Background: an optimization exercise with open tools, aiming at small area and a short achievable clock period. Do not read the settings as production practice. Only simulation tests tie the RTL to the original design; equivalence was not proved. No activity file was given, so power comes from the tool's default toggle rates.

Setup of run 1:
Design aixh_mxc_upper_hchain, start of the top module:
module aixh_mxc_upper_hchain
#(
    parameter int               NTILE         = 8,
    parameter int               CWIDTH        = 32,
    parameter int               DWIDTH        = 64,
    parameter int               FIFO_DEPTH    = 4,
    parameter logic [NTILE-1:0] REPEATER_MASK = 8'b10101010
) (
    input  logic                      aixh_core_clk2x,
    input  logic                      aixh_core_rstn,
    input  logic                      i_fwd_vld,
    input  logic [CWIDTH-1:0]         i_fwd_cmd,
    output logic [NTILE-1:0]          o_tile_cmd_vld,
    output logic [NTILE*CWIDTH-1:0]   o_tile_cmd,
    input  logic [NTILE-1:0]          i_tile_bwd_vld,
    input  logic [NTILE*DWIDTH-1:0]   i_tile_bwd_dat,
    output logic                      o_bwd_vld,
    output logic [DWIDTH-1:0]         o_bwd_dat,
    output logic [$clog2(NTILE)-1:0]  o_bwd_tid,
    input  logic                      i_bwd_rdy,
    output logic [NTILE-1:0]          o_ovf,
    input  logic                      i_ovf_clr
);
Size: roughly 4300 cells after synthesis, ~2400 flip-flops, ~900 I/O pins, roughly 0.084 sq mm of cells after synthesis.
clock: 5.5 ns
lec_check: 0
cap_margin: 20
core_margin: 2
core_utilization: 55
cts_cluster_diameter: 100
cts_cluster_size: 25
setup_slack_margin: 2.9
slew_margin: 20
synth_hierarchical: 1
synth_minimum_keep_size: 0
standard.sh (not shown) runs the stock make flow with config.mk's settings and CLKGATE_MAP_FILE= SYNTH_SCRIPT=/design/flow/synth_recipe.tcl, a recipe that flattens the netlist after the stock synthesis.
==> flow/flow/run.sh <==
#!/bin/bash
# Standard ORFS layout, except that the port buffers buffer_ports inserts are
# plain sky130_fd_sc_hd__buf_2 cells instead of the resizer's default pick
# (a slow clkdlybuf4s50 delay cell). Every port still gets its own buffer;
# timing repair may upsize it later as usual.
set -euo pipefail
export BUFFER_PORTS_ARGS="-buffer_cell sky130_fd_sc_hd__buf_2"
bash standard.sh finish > flow.log 2>&1
Run 1 ended with every stage complete and zero timing, DRC or antenna violations.
Modified inputs, run 2 compared to run 1
--- a/flow/design.v
+++ b/flow/design.v
@@ -227,19 +227,19 @@
     logic load_sel;
     logic load_hold;
     aixh_mxc_upper_ornb u_load_en   (.a (out_vld), .b (i_bwd_rdy), .y (load_en));
     for (genvar x = 0; x < NTILE; x++) begin : g_load_fifo
         aixh_mxc_upper_ornb u_load_fifo (.a (out_vld), .b (i_bwd_rdy), .y (load_fifo[x]));
     end
     aixh_mxc_upper_ornb u_load_sel  (.a (out_vld), .b (i_bwd_rdy), .y (load_sel));
     aixh_mxc_upper_ornb u_load_hold (.a (out_vld), .b (i_bwd_rdy), .y (load_hold));
     assign grant_vld = |grant;
-    assign ptr_nxt   = load_en ? ptr_if_load : ptr;
+    assign ptr_nxt   = (load_en & grant_vld) ? {grant[NTILE-2:0], grant[NTILE-1]} : ptr;
     function automatic logic [NTILE-1:0] rr_pick(input logic [NTILE-1:0] ne,
                                                  input logic [NTILE-1:0] p);
         for (int t = 0; t < NTILE; t++) begin
             logic hit;
             hit = 1'b0;
             for (int q = 0; q < NTILE; q++) begin
                 logic clear;
                 clear = 1'b1;
                 for (int j = 0; j < NTILE; j++) begin
@@ -247,22 +247,19 @@
                         clear = clear & ~ne[j];
                 end
                 hit = hit | (p[q] & clear);
             end
             rr_pick[t] = ne[t] & hit;
         end
     endfunction
     assign ne_if_load    = (fifo_ne_pop & grant) | (fifo_ne_hold & ~grant);
     assign ne_if_hold    = fifo_ne_hold;
-    logic any_nxt;
-    logic [NTILE-1:0] ptr_if_load_nxt;
-    assign any_nxt         = load_en ? |ne_if_load : |ne_if_hold;
-    assign ptr_if_load_nxt = any_nxt ? {grant_nxt[NTILE-2:0], grant_nxt[NTILE-1]} : ptr_nxt;
+    assign ptr_if_load   = grant_vld ? {grant[NTILE-2:0], grant[NTILE-1]} : ptr;
     assign grant_if_load = rr_pick(ne_if_load, ptr_if_load);
     assign grant_if_hold = rr_pick(ne_if_hold, ptr);
     assign grant_nxt     = load_en ? grant_if_load : grant_if_hold;
     localparam int NPAIR = NTILE * FIFO_DEPTH;
     localparam int NGRP  = (NPAIR + 2) / 3;
     logic [NPAIR-1:0] pair_sel;
     for (genvar x = 0; x < NTILE; x++) begin : g_psel
         assign pair_sel[x*FIFO_DEPTH +: FIFO_DEPTH] = fifo_rsel[x];
     end
@@ -330,60 +327,38 @@
                 assign tgrp_n[g] = ~(ts[3*g] & td[3*g]);
             end
         end
         assign sel_tid[j] = ~&tgrp_n;
     end
     always_ff @(posedge aixh_core_clk2x or negedge aixh_core_rstn) begin
         if (!aixh_core_rstn) begin
             out_vld <= 1'b0;
             ptr     <= NTILE'(1);
-            ptr_if_load <= NTILE'(1);
             grant   <= '0;
         end else begin
             if (load_en) out_vld <= grant_vld;
             ptr   <= ptr_nxt;
-            ptr_if_load <= ptr_if_load_nxt;
             grant <= grant_nxt;
         end
     end
     always_ff @(posedge aixh_core_clk2x) begin
         out_dat <= sel_dat;
         out_tid <= sel_tid;
     end
     always_ff @(posedge aixh_core_clk2x or negedge aixh_core_rstn) begin
         if (!aixh_core_rstn) ovf_q <= '0;
         else                 ovf_q <= (ovf_q & ~{NTILE{i_ovf_clr}}) | fifo_ovf;
     end
-    logic out_vld_port;
-    aixh_mxc_upper_vld_ff u_out_vld_port (
-        .clk   (aixh_core_clk2x),
-        .rst_n (aixh_core_rstn),
-        .en    (load_en),
-        .d     (grant_vld),
-        .q     (out_vld_port)
-    );
-    assign o_bwd_vld = out_vld_port;
+    assign o_bwd_vld = out_vld;
     assign o_bwd_dat = out_dat;
     assign o_bwd_tid = out_tid;
     assign o_ovf     = ovf_q;
 endmodule
-module aixh_mxc_upper_vld_ff (
-    input  logic clk,
-    input  logic rst_n,
-    input  logic en,
-    input  logic d,
-    output logic q
-);
-    always_ff @(posedge clk or negedge rst_n) begin
-        if (!rst_n)  q <= 1'b0;
-        else if (en) q <= d;
-    end
-endmodule
 module aixh_mxc_upper_slot_bit #(
     parameter int N = 11
 ) (
     input  logic         load,
     input  logic         q,
     input  logic [N-1:0] grp_n,
     output logic         y
 );
     assign y = load ? ~&grp_n : q;
## What came out
Run 2 reached the end of the flow, and the finished layout is clean on the timing, DRC and antenna checks.
Post-route clock period utilization was lower in run 2 than in run 1.
Per the comparison of run 2 with run 1, clock power lost about 0.4%, setup slack picked up an extra 0.19 ns, global-route usage neither gained nor lost much, die outline area neither gained nor lost much.
| cell internal power dissipation | higher: run 2 |
Run 2 -> run 1: number of remaining DRC errors delta 0, exact match
In the metrics for run 2 and run 1, the one carrying the higher quantity of gates resized following cts is run 2.
Diff run 1 -> run 2 | maximum clock frequency | increase of 24 MHz
Run 2 vs run 1, area added between synthesis and finish went up by 0.47 points.
Relative to run 1, the clock network fraction of total power of run 2 is lower by 5.2 points.

what the ideal ports hide:
In the flow no input, the clock included, has a driving cell. The finished layouts below were timed again as built, in two steps. Step 1: set_driving_cell puts a clkbuf_16 on aixh_core_clk2x and a buf_2 on each other input, an assumption about the parent block. Step 2 also shifts input and output timing later by t, the mid clock arrival at the registers, as if the neighbouring blocks saw the same clock. Slacks: ideal ports / drivers / drivers and shift; pairs: ideal ports / drivers.
run | t, ns | slack for setup (ns) | worst hold slack (ns) | worst register clock-pin slew, ns
run 1 | 0.847 | 2.578 / 2.579 / 1.741 | 0.365 / 0.365 / 0.365 | 0.11 / 0.11
run 2 | 0.858 | 2.770 / 2.770 / 1.963 | 0.353 / 0.345 / 0.353 | 0.11 / 0.11
After both steps every run listed still meets setup and hold. For run 1, which loses most, drivers alone change the setup slack by +0.001 ns; drivers and shift together by -0.837 ns.
